What follows belongs to an exercise in optimizing a design on an open flow for small area, a short achievable clock period and few clock cycles; a production flow would make more cautious choices. Where RTL was checked, it was by simulation tests only, not by an equivalence proof against the original. The RTL of run 1 was laid out without a check of its function. Power figures rest on the tool's default switching activity, not on a simulated workload.

**flow/design.v**
```verilog
module doublecrack #(
    parameter int         KEY_W = 24,
    parameter logic [7:0] PT_LO = 8'h20,
    parameter logic [7:0] PT_HI = 8'h7E
) (
    input  logic             clk,
    input  logic             rst_n,
    input  logic             en,
    input  logic [KEY_W-1:0] key_start,
    output logic             rdy,
    output logic [KEY_W-1:0] key,
    output logic             key_valid,
    output logic [7:0]       ct_addr,
    input  logic [7:0]       ct_rddata
);
    typedef enum logic [3:0] {
        S_RST, S_IDLE, S_INIT, S_KSA, S_P1, S_P2, S_P3, S_PD, S_C2, S_C3, S_C4, S_C5
    } state_t;
    state_t           r_state;
    logic             r_rdy, r_kv;
    logic [KEY_W-1:0] r_k, r_kn, r_key;
    logic [7:0]       r_q [256];
    logic [7:0]       r_a, r_b;    
    logic [7:0]       r_base;      
    logic [23:0]      r_kr;        
    logic [7:0]       r_kc1, r_kc2, r_kc3;    
    logic             r_fa0, r_fa1, r_fa2, r_fa3, r_fb0, r_fb2, r_fb3, r_fab;   
    logic [7:0]       r_addr, r_len, r_c, r_z, r_ct, r_h, r_w, r_j;
    logic             r_last;
    logic             w_ds, w_wa, w_load, w_bad, w_acc, w_rej, w_last, w_kend;
    logic [7:0]       w_m1, w_m2, w_busa, w_busb, w_pt;
    logic [7:0]       w_s2, w_s3, w_s23, w_an, w_bn, w_u, w_v, w_ka, w_kb;
    logic             w_sel;
    logic [7:0]       w_an2, w_bn2;
    logic             w_fa0, w_fa1, w_fa2, w_fa3, w_fb0, w_fb2, w_fb3, w_fab;
    logic [7:0]       w_d254, w_d255;
    logic [23:0]      w_kr;
    logic [KEY_W-1:0] w_kl;
    assign rdy       = r_rdy;
    assign key       = r_key;
    assign key_valid = r_kv;
    assign ct_addr   = r_addr;
    assign w_ds  = (r_state == S_KSA) || (r_state == S_P1);
    assign w_wa  = (r_state == S_C3) || (r_state == S_C4);
    assign w_pt   = r_z ^ r_ct;
    assign w_bad  = (w_pt < PT_LO) || (w_pt > PT_HI);
    assign w_acc  = (r_state == S_PD) && ((r_len == 8'd0) || (!w_bad && r_addr == r_len));
    assign w_rej  = (r_state == S_PD) && (r_len != 8'd0) && w_bad;
    assign w_last = r_last;
    assign w_load = (r_state == S_INIT) || (w_rej && !w_last);
    assign w_kl   = r_kn;
    assign w_kend = (r_base == 8'd254);
    logic [15:0]      w_loa, w_lob, w_hia, w_hib;
    logic [7:0]       w_bv [4];                 
    logic [7:0]       w_bbv [2];                
    logic [7:0]       w_dx [256];               
    logic [7:0]       w_ma [16], w_mb [16];
    logic [7:0]       w_m1r, w_m2r;
    always_comb begin
        for (int k = 0; k < 16; k++) begin
            w_loa[k] = (r_a[3:0] == 4'(k));
            w_hia[k] = (r_a[7:4] == 4'(k));
            w_lob[k] = (r_b[3:0] == 4'(k));
            w_hib[k] = (r_b[7:4] == 4'(k));
        end
    end
    assign w_busa = !w_ds ? r_w : r_fab ? w_busb : r_q[0];
    assign w_busb = r_fa1 ? r_q[0] : r_q[1];
    assign w_bv[0]  = ~w_busa | {8{w_load}};
    assign w_bv[1]  = ~w_busa & ~{8{w_load}};
    assign w_bv[2]  = w_busa & ~{8{w_load}};
    assign w_bv[3]  = w_busa | {8{w_load}};
    assign w_bbv[0] = ~w_busb;
    assign w_bbv[1] = w_busb;
    for (genvar g = 0; g < 16; g++) begin : g_grp
        logic [127:0] w_q, w_ba, w_bb, w_d;
        for (genvar k = 0; k < 16; k++) begin : g_pos
            localparam int P = (16 * g + k + 254) % 256;
            assign w_q[8 * k +: 8] = r_q[16 * g + k];
            assign w_dx[16 * g + k] = w_d[8 * k +: 8];
            for (genvar b = 0; b < 8; b++) begin : g_bit
                assign w_ba[8 * k + b] = w_bv[2 * ((P >> 1) & 1) + ((P >> b) & 1)][b];
                assign w_bb[8 * k + b] = w_bbv[(P >> 1) & 1][b];
            end
        end
        doublecrack_grp u_grp (
            .hia(w_hia[g]), .hibw(w_hib[g] && w_ds && !w_load),
            .loa(w_loa), .lob(w_lob), .ld(w_load),
            .ba(w_ba), .bb(w_bb), .q(w_q), .d(w_d), .ma(w_ma[g]), .mb(w_mb[g])
        );
    end
    logic [127:0] w_mav, w_mbv;
    for (genvar g = 0; g < 16; g++) begin : g_mv
        assign w_mav[8 * g +: 8] = w_ma[g];
        assign w_mbv[8 * g +: 8] = w_mb[g];
    end
    doublecrack_sel16 u_m1 (.sel(w_hia), .q(w_mav), .y(w_m1r));
    doublecrack_sel16 u_m2 (.sel(w_hib), .q(w_mbv), .y(w_m2r));
    assign w_m1 = w_m1r ^ {8{r_a[1]}};
    assign w_m2 = w_m2r ^ {8{r_b[1]}};
    always_comb begin
        if (w_load) begin
            w_d254 = 8'd254;
            w_d255 = 8'd255;
        end else if (!w_ds) begin
            w_d254 = (w_wa && r_fa0) ? w_busa : r_q[0];
            w_d255 = (w_wa && r_fa1) ? w_busa : r_q[1];
        end else begin
            w_d254 = r_fb0 ? w_busb : w_m1;
            w_d255 = r_fb0 ? w_m1 : r_fab ? r_q[0] : w_m2;
        end
    end
    always_ff @(posedge clk) begin
        for (int p = 0; p < 254; p++) r_q[p] <= w_dx[p + 2];
        r_q[254] <= ~w_d254;
        r_q[255] <= ~w_d255;
    end
    assign w_s2  = r_fb2 ? w_busb : r_fa2 ? r_q[0] : ~r_q[2];
    assign w_s3  = r_fb3 ? w_busb : r_fa3 ? r_q[0] : ~r_q[3];
    assign w_s23 = w_s2 + w_s3;
    assign w_ka  = r_b + r_kc1;
    assign w_kb  = r_b + r_kc2;
    assign w_u   = 8'd0 - w_ka;                          
    assign w_v   = 8'd0 - w_kb;                          
    assign w_sel = (w_s2 == w_u + 8'd1);                 
    assign w_an  = w_kend ? 8'd0 : w_ka + w_s2;
    assign w_bn  = w_kend ? w_s3 : w_sel ? w_s2 + r_kc3 : w_kb + w_s23;
    always_comb begin
        if (w_kend) begin
            w_fa0 = 1'b1;
            w_fa1 = 1'b0;
            w_fa2 = 1'b0;
            w_fa3 = 1'b0;
            w_fb0 = (w_s3 == 8'd0);
            w_fb2 = (w_s3 == 8'd2);
            w_fb3 = (w_s3 == 8'd3);
            w_fab = (w_s3 == 8'd0);
        end else begin
            w_fa0 = (w_s2 == w_u);
            w_fa1 = w_sel;
            w_fa2 = (w_s2 == w_u + 8'd2);
            w_fa3 = (w_s2 == w_u + 8'd3);
            w_fb0 = w_sel ? (w_s2 == 8'd0 - r_kc3) : (w_s23 == w_v);
            w_fb2 = w_sel ? (w_s2 == 8'd2 - r_kc3) : (w_s23 == w_v + 8'd2);
            w_fb3 = w_sel ? (w_s2 == 8'd3 - r_kc3) : (w_s23 == w_v + 8'd3);
            w_fab = w_sel ? (w_s2 == 8'd1 - r_kc3) : (w_s3 == 8'd1 - r_kc3);
        end
    end
    always_comb begin
        w_an2 = r_a;
        w_bn2 = r_b;
        if (w_load) begin
            w_an2 = w_kl[23:16];
            w_bn2 = w_kl[23:16] + ((w_kl[23:16] == 8'd1) ? 8'd0 : 8'd1) + w_kl[15:8];
        end else begin
            case (r_state)
                S_KSA: begin
                    w_an2 = w_an;
                    w_bn2 = w_bn;
                end
                S_P1: begin
                    w_an2 = 8'd0;
                    w_bn2 = w_bn;
                end
                S_P2: begin
                    w_an2 = 8'd0;
                    w_bn2 = ~r_q[255] + r_c;                      
                end
                S_P3: begin
                    w_an2 = 8'd0;
                    w_bn2 = 8'd2 - (r_base + 8'd2);               
                end
                S_PD: w_an2 = 8'd0;
                S_C2: begin
                    w_an2 = r_j + r_h - (r_base + 8'd2);          
                    w_bn2 = w_an2;
                end
                S_C3: w_an2 = r_addr - (r_base + 8'd2);           
                S_C4: begin
                    w_an2 = 8'd0;
                    w_bn2 = r_h + r_w - (r_base + 8'd2);          
                end
                S_C5: begin
                    w_an2 = 8'd0;
                    w_bn2 = r_addr + 8'd1 - (r_base + 8'd2);      
                end
                default: ;
            endcase
        end
    end
    assign w_kr = w_load ? {w_kl[7:0], w_kl[23:16], w_kl[15:8]} :
                           {r_kr[7:0], r_kr[23:16], r_kr[15:8]};
    always_ff @(posedge clk) begin
        r_c   <= r_q[1] - 8'd4;
        r_ct  <= ct_rddata;
        r_kn  <= (r_state == S_IDLE) ? key_start : r_k + KEY_W'(1);
        r_kr  <= w_kr;
        r_kc1 <= w_kr[23:16] - 8'd2;
        r_kc2 <= w_kr[23:16] + w_kr[15:8] - 8'd2;
        r_kc3 <= w_kr[15:8] + 8'd1;
    end
    always_ff @(posedge clk) begin
        r_base <= w_load ? 8'd0 : r_base + 8'd2;
        r_a   <= w_an2;
        r_b   <= w_bn2;
        if (w_load || w_ds) begin
            r_fa0 <= w_load ? (w_an2 == 8'd0) : w_fa0;
            r_fa1 <= w_load ? (w_an2 == 8'd1) : w_fa1;
            r_fa2 <= w_load ? (w_an2 == 8'd2) : w_fa2;
            r_fa3 <= w_load ? (w_an2 == 8'd3) : w_fa3;
            r_fb0 <= w_load ? (w_bn2 == 8'd0) : w_fb0;
            r_fb2 <= w_load ? (w_bn2 == 8'd2) : w_fb2;
            r_fb3 <= w_load ? (w_bn2 == 8'd3) : w_fb3;
            r_fab <= w_load ? (w_an2 == w_bn2) : w_fab;
        end else begin
            r_fa0 <= (w_an2 == 8'd0);
            r_fa1 <= (w_an2 == 8'd1);
        end
        case (r_state)
            S_P1: r_j <= r_b;
            S_C2: begin
                r_j <= r_j + r_h;
                r_w <= r_h;
            end
            S_C3: r_w <= w_m2;
            S_PD: r_h <= w_m2;
            S_P3, S_C5: r_z <= w_m2;
            default: ;
        endcase
    end
    always_ff @(posedge clk) begin
        if (rst_n) begin
            r_state <= S_RST;
            r_rdy   <= 1'b0;
            r_kv    <= 1'b0;
            r_key   <= '0;
            r_k     <= '0;
            r_last  <= 1'b0;
            r_len   <= '0;
            r_addr  <= '0;
        end else begin
            if (r_state == S_P1) r_len <= ct_rddata;
            if (w_load) begin
                r_k    <= w_kl;
                r_last <= (w_kl == '1);
                r_addr <= 8'd0;
            end else if (r_state == S_P1 || r_state == S_PD) begin
                r_addr <= r_addr + 8'd1;
            end
            case (r_state)
                S_RST: begin
                    r_state <= S_IDLE;
                    r_rdy   <= 1'b1;
                end
                S_IDLE: if (en) begin
                    r_state <= S_INIT;
                    r_rdy   <= 1'b0;
                    r_kv    <= 1'b0;
                    r_key   <= '0;
                end
                S_INIT: r_state <= S_KSA;
                S_KSA:  if (w_kend) r_state <= S_P1;
                S_P1:   r_state <= S_P2;
                S_P2:   r_state <= S_P3;
                S_P3:   r_state <= S_PD;
                S_PD: begin
                    if (w_acc) begin
                        r_state <= S_IDLE;
                        r_rdy   <= 1'b1;
                        r_kv    <= 1'b1;
                        r_key   <= r_k;
                    end else if (w_rej) begin
                        if (w_last) begin
                            r_state <= S_IDLE;
                            r_rdy   <= 1'b1;
                            r_kv    <= 1'b0;
                            r_key   <= '0;
                        end else begin
                            r_state <= S_KSA;
                        end
                    end else begin
                        r_state <= S_C2;
                    end
                end
                S_C2: r_state <= S_C3;
                S_C3: r_state <= S_C4;
                S_C4: r_state <= S_C5;
                S_C5: r_state <= S_PD;
                default: r_state <= S_RST;
            endcase
        end
    end
endmodule
module doublecrack_grp (
    input  logic         hia,
    input  logic         hibw,
    input  logic [15:0]  loa,
    input  logic [15:0]  lob,
    input  logic         ld,
    input  logic [127:0] ba,
    input  logic [127:0] bb,
    input  logic [127:0] q,
    output logic [127:0] d,
    output logic [7:0]   ma,
    output logic [7:0]   mb
);
    logic [15:0] na, nb, nn;
    assign na = {16{ld}} | ({16{hia}} & loa);
    assign nb = {16{hibw}} & lob;
    assign nn = ~(na | nb);
    for (genvar k = 0; k < 16; k++) begin : g_pos
        for (genvar b = 0; b < 8; b++) begin : g_bit
            doublecrack_aoi222 u_d (
                .a1(nb[k]), .a2(bb[8 * k + b]), .b1(na[k]), .b2(ba[8 * k + b]),
                .c1(nn[k]), .c2(q[8 * k + b]), .y(d[8 * k + b])
            );
        end
    end
    doublecrack_sel16 u_ma (.sel(loa), .q(q), .y(ma));
    doublecrack_sel16 u_mb (.sel(lob), .q(q), .y(mb));
endmodule
module doublecrack_sel16 (
    input  logic [15:0]  sel,
    input  logic [127:0] q,
    output logic [7:0]   y
);
    for (genvar b = 0; b < 8; b++) begin : g_bit
        logic [4:0] t;
        for (genvar m = 0; m < 5; m++) begin : g_t
            doublecrack_aoi222 u_t (
                .a1(sel[3 * m]),     .a2(q[8 * (3 * m) + b]),
                .b1(sel[3 * m + 1]), .b2(q[8 * (3 * m + 1) + b]),
                .c1(sel[3 * m + 2]), .c2(q[8 * (3 * m + 2) + b]),
                .y(t[m])
            );
        end
        assign y[b] = ~(&t) | (sel[15] & q[8 * 15 + b]);
    end
endmodule
module doublecrack_aoi222 (
    input  logic a1,
    input  logic a2,
    input  logic b1,
    input  logic b2,
    input  logic c1,
    input  logic c2,
    output logic y
);
    assign y = ~((a1 & a2) | (b1 & b2) | (c1 & c2));
endmodule
```
**flow/flow/run.sh**
```bash
#!/bin/bash
# The standard layout, with timing repair aimed at a shorter period than its default
# margin allows; each tool's log stays under orfs/logs, make's output in standard.log.
set -euo pipefail
bash standard.sh SETUP_SLACK_MARGIN=5.8 finish > standard.log 2>&1
```
**flow/standard.sh**
```bash
#!/bin/bash
# synth_recipe.tcl (not shown) runs the flow's synth.tcl, then flattens the netlist and writes it again
# the make line also repeats each setting of config.mk as NAME=value (left out here)
make -C /OpenROAD-flow-scripts/flow DESIGN_CONFIG=/design/flow/config.mk WORK_HOME=/design/flow/orfs CLKGATE_MAP_FILE= SYNTH_SCRIPT=/design/flow/synth_recipe.tcl "${@:-finish}"
```
**flow/config.mk**
```make
export PLATFORM = sky130hd
export DESIGN_NAME = doublecrack
export DESIGN_NICKNAME = doublecrack
export VERILOG_FILES = /design/flow/design.v
export SDC_FILE = /design/flow/constraint.sdc
export NUM_CORES = 4
export LEC_CHECK = 0
export CAP_MARGIN = 20
export CELL_PAD_IN_SITES_DETAIL_PLACEMENT = 1
export CELL_PAD_IN_SITES_GLOBAL_PLACEMENT = 2
export CORE_MARGIN = 2
export CORE_UTILIZATION = 25
export CTS_CLUSTER_DIAMETER = 100
export CTS_CLUSTER_SIZE = 30
export MIN_ROUTING_LAYER = met2
export PLACE_DENSITY = 0.4
export SETUP_SLACK_MARGIN = 5
export SLEW_MARGIN = 20
export SYNTH_HIERARCHICAL = 1
export SYNTH_MEMORY_MAX_BITS = 8192
export SYNTH_MINIMUM_KEEP_SIZE = 0
```
**flow/constraint.sdc**
```tcl
create_clock -name core_clock -period 10.0 [get_ports {clk}]
set_input_delay 2.0000 -clock core_clock [delete_from_list [all_inputs] [get_ports {clk}]]
set_output_delay 2.0000 -clock core_clock [all_outputs]
set_load 0.01 [all_outputs]
```
==> results.txt, run 1 <==
* Status: stopped before the end
* Failed at: global routing
* Stop err: [ERROR GRT-0232] Routing congestion too high. Check the congestion heatmap in the GUI.
* Clk buf depth at 4
* Overflow after GRT at 4
* Initial core utilization at 25.13%
* Die H at 651.6 um
* Num rows at 237
* Die Wd at 651.6 um
* Syn Inst Count at 9350
* Sink Count at 2269
* Largest net degree at the start of global routing at 105
* GR Util All Layers at 68.29%
* Root buf cell: clkbuf_16
* Port Buf Inserts at 68
* Clock H-tree levels at 4
* I/O pin count at 69
* Post-Syn Nets at 9527
* Dpl hpwl at 549.4 mm
* Mapped Area at 104800 sq um
* Total CTS buffers at 141
* Avg Cell Area, Syn at 11.21 sq um
* Pre-CTS WS at 3.710 ns
* GPL Wtd Cong at 1.070
* Yosys Warn Count at 17
-- stage by stage --
stage / area (sq um) / cells
after floorplan: 105300 / 9350
after global placement: 115200 / 15030
after detailed placement: 115200 / 15040
after CTS: 128200 / 15690
-- how the worst max path moves through the flow --
stage | from | depth (start not counted) | slack, ns | endpoint
after floorplan | r_fa1 | 16 | 2.64 | r_fb0
after global placement | r_a[3] | 13 | 3.21 | r_q[254][6]
after detailed placement | r_b[1] | 15 | 3.71 | r_q[255][0]
after CTS | r_a[3] | 14 | 5.17 | r_q[254][1]
-- repair_timing --
| item | CTS |
|---|---|
| gates cloned | 85 |
| pin swaps | 276 |
| setup buffers | 309 |
| endpoints found under the setup margin | 2094 |
| gates resized for setup | 633 |
| hold buffers | 0 |
-- routing by layer --
metal | overflow | track usage (%)
met4 | 1 | 49.63
met1 | - | -
met2 | 2 | 68.98
met3 | 1 | 79.33
met5 | 0 | 62.77
-- power by group through the flow --
stage / sequential (W) / clock, W / combinational [W]
after floorplan: 0.0165 / 0 / 0.0148
after global placement: 0.0199 / 0 / 0.0287
after detailed placement: 0.0199 / 0 / 0.0286
after CTS: 0.0197 / 0.00743 / 0.0328
==> run 2, diff against run 1 <==
--- a/flow/design.v
+++ b/flow/design.v
@@ -27,5 +27,4 @@
     logic             r_fa0, r_fa1, r_fa2, r_fa3, r_fb0, r_fb2, r_fb3, r_fab;   
     logic [7:0]       r_addr, r_len, r_c, r_z, r_ct, r_h, r_w, r_j;
-    logic             r_last;
     logic             w_ds, w_wa, w_load, w_bad, w_acc, w_rej, w_last, w_kend;
     logic [7:0]       w_m1, w_m2, w_busa, w_busb, w_pt;
@@ -47,5 +46,5 @@
     assign w_acc  = (r_state == S_PD) && ((r_len == 8'd0) || (!w_bad && r_addr == r_len));
     assign w_rej  = (r_state == S_PD) && (r_len != 8'd0) && w_bad;
-    assign w_last = r_last;
+    assign w_last = (r_k == '1);
     assign w_load = (r_state == S_INIT) || (w_rej && !w_last);
     assign w_kl   = r_kn;
@@ -85,16 +84,17 @@
         end
         doublecrack_grp u_grp (
-            .hia(w_hia[g]), .hibw(w_hib[g] && w_ds && !w_load),
+            .hia(w_hia[g]), .hib(w_hib[g]), .hibw(w_hib[g] && w_ds && !w_load),
             .loa(w_loa), .lob(w_lob), .ld(w_load),
             .ba(w_ba), .bb(w_bb), .q(w_q), .d(w_d), .ma(w_ma[g]), .mb(w_mb[g])
         );
     end
-    logic [127:0] w_mav, w_mbv;
-    for (genvar g = 0; g < 16; g++) begin : g_mv
-        assign w_mav[8 * g +: 8] = w_ma[g];
-        assign w_mbv[8 * g +: 8] = w_mb[g];
+    always_comb begin
+        w_m1r = '0;
+        w_m2r = '0;
+        for (int g = 0; g < 16; g++) begin
+            w_m1r = w_m1r | w_ma[g];
+            w_m2r = w_m2r | w_mb[g];
+        end
     end
-    doublecrack_sel16 u_m1 (.sel(w_hia), .q(w_mav), .y(w_m1r));
-    doublecrack_sel16 u_m2 (.sel(w_hib), .q(w_mbv), .y(w_m2r));
     assign w_m1 = w_m1r ^ {8{r_a[1]}};
     assign w_m2 = w_m2r ^ {8{r_b[1]}};
@@ -236,5 +236,4 @@
             r_key   <= '0;
             r_k     <= '0;
-            r_last  <= 1'b0;
             r_len   <= '0;
             r_addr  <= '0;
@@ -243,5 +242,4 @@
             if (w_load) begin
                 r_k    <= w_kl;
-                r_last <= (w_kl == '1);
                 r_addr <= 8'd0;
             end else if (r_state == S_P1 || r_state == S_PD) begin
@@ -294,4 +292,5 @@
 module doublecrack_grp (
     input  logic         hia,
+    input  logic         hib,
     input  logic         hibw,
     input  logic [15:0]  loa,
@@ -305,6 +304,7 @@
     output logic [7:0]   mb
 );
-    logic [15:0] na, nb, nn;
+    logic [15:0] na, nb, nn, db;
     assign na = {16{ld}} | ({16{hia}} & loa);
+    assign db = {16{hib}} & lob;
     assign nb = {16{hibw}} & lob;
     assign nn = ~(na | nb);
@@ -317,6 +317,6 @@
         end
     end
-    doublecrack_sel16 u_ma (.sel(loa), .q(q), .y(ma));
-    doublecrack_sel16 u_mb (.sel(lob), .q(q), .y(mb));
+    doublecrack_sel16 u_ma (.sel(na), .q(q), .y(ma));
+    doublecrack_sel16 u_mb (.sel(db), .q(q), .y(mb));
 endmodule
 module doublecrack_sel16 (
==> flow/run.sh (new file) <==
#!/bin/bash
# synth_recipe.tcl (not shown) runs the flow's synth.tcl, then flattens the netlist and writes it again
# the make line also repeats each setting of config.mk as NAME=value (left out here)
make -C /OpenROAD-flow-scripts/flow DESIGN_CONFIG=/design/flow/config.mk WORK_HOME=/design/flow/orfs CLKGATE_MAP_FILE= SYNTH_SCRIPT=/design/flow/synth_recipe.tcl finish
==> flow/config.mk (replaced) <==
export PLATFORM = sky130hd
export DESIGN_NAME = doublecrack
export DESIGN_NICKNAME = doublecrack
export VERILOG_FILES = /design/flow/design.v
export SDC_FILE = /design/flow/constraint.sdc
export NUM_CORES = 4
export LEC_CHECK = 0
export CAP_MARGIN = 20
export CORE_MARGIN = 2
export CORE_UTILIZATION = 20
export PLACE_DENSITY = 0.35
export SETUP_SLACK_MARGIN = 5
export SLEW_MARGIN = 20
export SYNTH_HIERARCHICAL = 1
export SYNTH_MEMORY_MAX_BITS = 8192
export SYNTH_MINIMUM_KEEP_SIZE = 0
removed: flow/flow/run.sh
removed: flow/standard.sh
==> run 2 against run 1 <==
Compared with the run above: now clean on timing, DRC and antenna; area after synthesis rose by 0.76%; synthesized cell count rose by 1.8%.
==> results.txt, run 2 <==
* Initial core utilization at 20.10%
* Die H at 730.7 um
* CP Class: flip-flop to flip-flop
* VDD IR-drop max at 0.3900 mV
* WP data required at 10.94 ns
* GR Util All Layers at 28.21%
* Top reg by flops: r_q
* Layout overhead on the synthesized area at 25.70%
* Worst reg-to-reg path cell count at 23
* Total CTS buffers at 291
* Nets@finish at 10320
* Yosys Warn Count at 17
* Most common cell after layout, fill and taps aside: a222oi_1
* Max Cap Violations at 0
* Mean routed wirelength per cell at 46.54 um
* Worst Hold Class: flip-flop to flip-flop
* Num rows at 266
* Clk slew on worst S/H paths at 0.06 ns
* Worst setup SP type: flip-flop
* I/O pin count at 69
* Root buf cell: clkbuf_16
* Via count at 122900
* Slew at the pin closest to its max-slew limit at 1.291 ns
* DR vias/cell at 7.068
* First-pass GRT wire length at 1050 mm
* Status: complete, no violations
* RSZ-0062 raised after global routing: true
* Total die area at 534000 sq um
* Antenna violations before repair at 68
* Share of cells above drive strength 1 at 16.96%
* GPL Wtd Cong at 0.9609
* CP Max Fanout at 32
* Clock latency (worst-skew pair) at 1.02 ns
* Clock H-tree levels at 5
* WHS Path Cells at 2
* Mapped Area at 105600 sq um
* Power per Cell Area at 440.9 nW/um^2
* DRT Pass-1 Iters at 22
* Port Buf Inserts at 68
* Clk buf depth at 4
* Sink Count at 2268
* Syn Inst Count at 9515
* Vias in the first global route at 113200
* Most frequent cells in the layout: a222oi_1 (3313), dfxtp_1 (2203), nand2_1 (503), and2_1 (503), buf_4 (432)
* CP arrival at 6.44 ns
* Total routed wirelength at 809.4 mm
* Leakage power at 46.09 nW
* Minimum clock period at 5.506 ns
* Post-route ant nets at 0
* Crit end category: flip-flop
* Cts hold-fix bufs at 0
* Final setup TNS at 0 ns
* Iteration-0 DRC Markers at 38060
* Final Hold Fails at 0
* Layout fillers at 54900
* Highest clock rate at 181.6 MHz
* Residual DRC count at 0
* Largest net degree at the start of global routing at 80
* Largest register FFs at 2048
* Setup Skew at 0.08001 ns
* Dpl hpwl at 499.8 mm
* Core area at 525500 sq um
* Overflow after GRT at 0
* Post-Syn Nets at 9692
* Die Wd at 730.7 um
* Slew headroom at 13.95%
* Avg Cell Area, Syn at 11.10 sq um
* TritonCTS clock tree: yes
* Tcrit/Tclk final at 55.06%
* # setup viols final at 0
* Max Slew Vio Count at 0
* Fin Hold WS at 0.4146 ns
-- run 2: stage by stage --
step	instance area (sq um)	utilization, %	power [W]	worst slack, ns	instances
after floorplan	105800	-	0.02859	2.492	9515
after global placement	117100	22.28	0.04303	2.553	16570
after detailed placement	117200	22.30	0.04276	2.654	16580
after CTS	131200	24.97	0.05625	4.672	17250
after global routing	132700	25.25	0.05912	4.469	17360
final	132800	25.27	0.05854	4.494	17390
-- run 2: cell type report --
type                    instances  area (sq um)  area share, %
multi-input cells            6805         60280          45.40
flip-flops and latches       2268         45850          34.53
well taps                    6968          8718          6.566
clock buffers                 388          8222          6.192
repair buffers                623          6628          4.992
clock inverters               141          2128          1.603
inverters                     153         759.5         0.5720
diodes                         39         97.59        0.07350
repair inverters                5         90.09        0.06785
-- run 2: worst max-delay path, stage by stage (launching register included) --
cell and delay (ns):
dfxtp_4 0.38, ha_4 0.15, nand2_1 0.08, nor2_4 0.13, and3_4 0.22, and4b_2 0.27
nor2_4 0.06, a21oi_4 0.14, clkbuf_16 0.17, buf_12 0.11, buf_12 0.16, clkinv_16 0.09
buf_12 0.16, buf_12 0.18, a21o_4 0.25, a222oi_1 0.65, and3_1 0.30, nand4_1 0.35
nor4_2 0.39, buf_4 0.22, nand4_1 0.29, xnor2_2 0.32, mux2i_1 0.12, o211ai_1 0.17
-- run 2: worst paths after layout --
check	from	end	slack (ns)
worst max register to register	r_k[1]	r_q[254][0]	4.49
worst min-delay path	r_kr[14]	r_kr[6]	0.41
worst max-delay path	r_k[1]	r_q[254][0]	4.49
worst min register to register	r_kr[14]	r_kr[6]	0.41
-- run 2: layer usage --
layer | up-vias | track usage (%) | share of wire [%]
met5 | - | 0 | 0.026
met4 | 26 | 16.67 | 7.2
met3 | 2733 | 8.180 | 12
met2 | 11740 | 42.18 | 42
met1 | 61910 | 35.89 | 38
li1 | 46500 | - | -
-- run 2: repair_timing --
item / CTS / global route
resized for setup: 415 / 160
setup buffers: 101 / 99
cloned: 39 / 5
setup endpoints to repair: 1044 / 142
pin swaps: 205 / 114
-- run 2: report_power, final --
group	internal (W)	leakage (nW)	switching [W]
clock	0.00694	5.02	0.00473
sequential	0.0139	19.1	0.00620
combinational	0.00861	21.9	0.0182
Testbench counts of run 2, summed over its fixed seeds: cycles 220,485.

[separate check: timing with driven ports]
Ports are ideal in the flow. The routed layout listed here was re-timed in OpenROAD. Step 1 assumes that a clkbuf_16 drives the clock port and a buf_2 every other input. Step 2, shift: input delay + t, output delay - t, t = (earliest + latest rising clock arrival at the registers) / 2. This alone moves slack from input paths to output paths. Slacks: ideal / step 1 / step 2; pairs: ideal / step 1.
run: run 2
t (ns): 1.113
setup WS [ns]: 4.494 / 4.494 / 4.494
worst setup path after step 2: register to register
After both steps setup and hold are still met in run 2. For run 2, drivers alone change the setup slack by 0.000 ns; drivers and shift together by 0.000 ns.
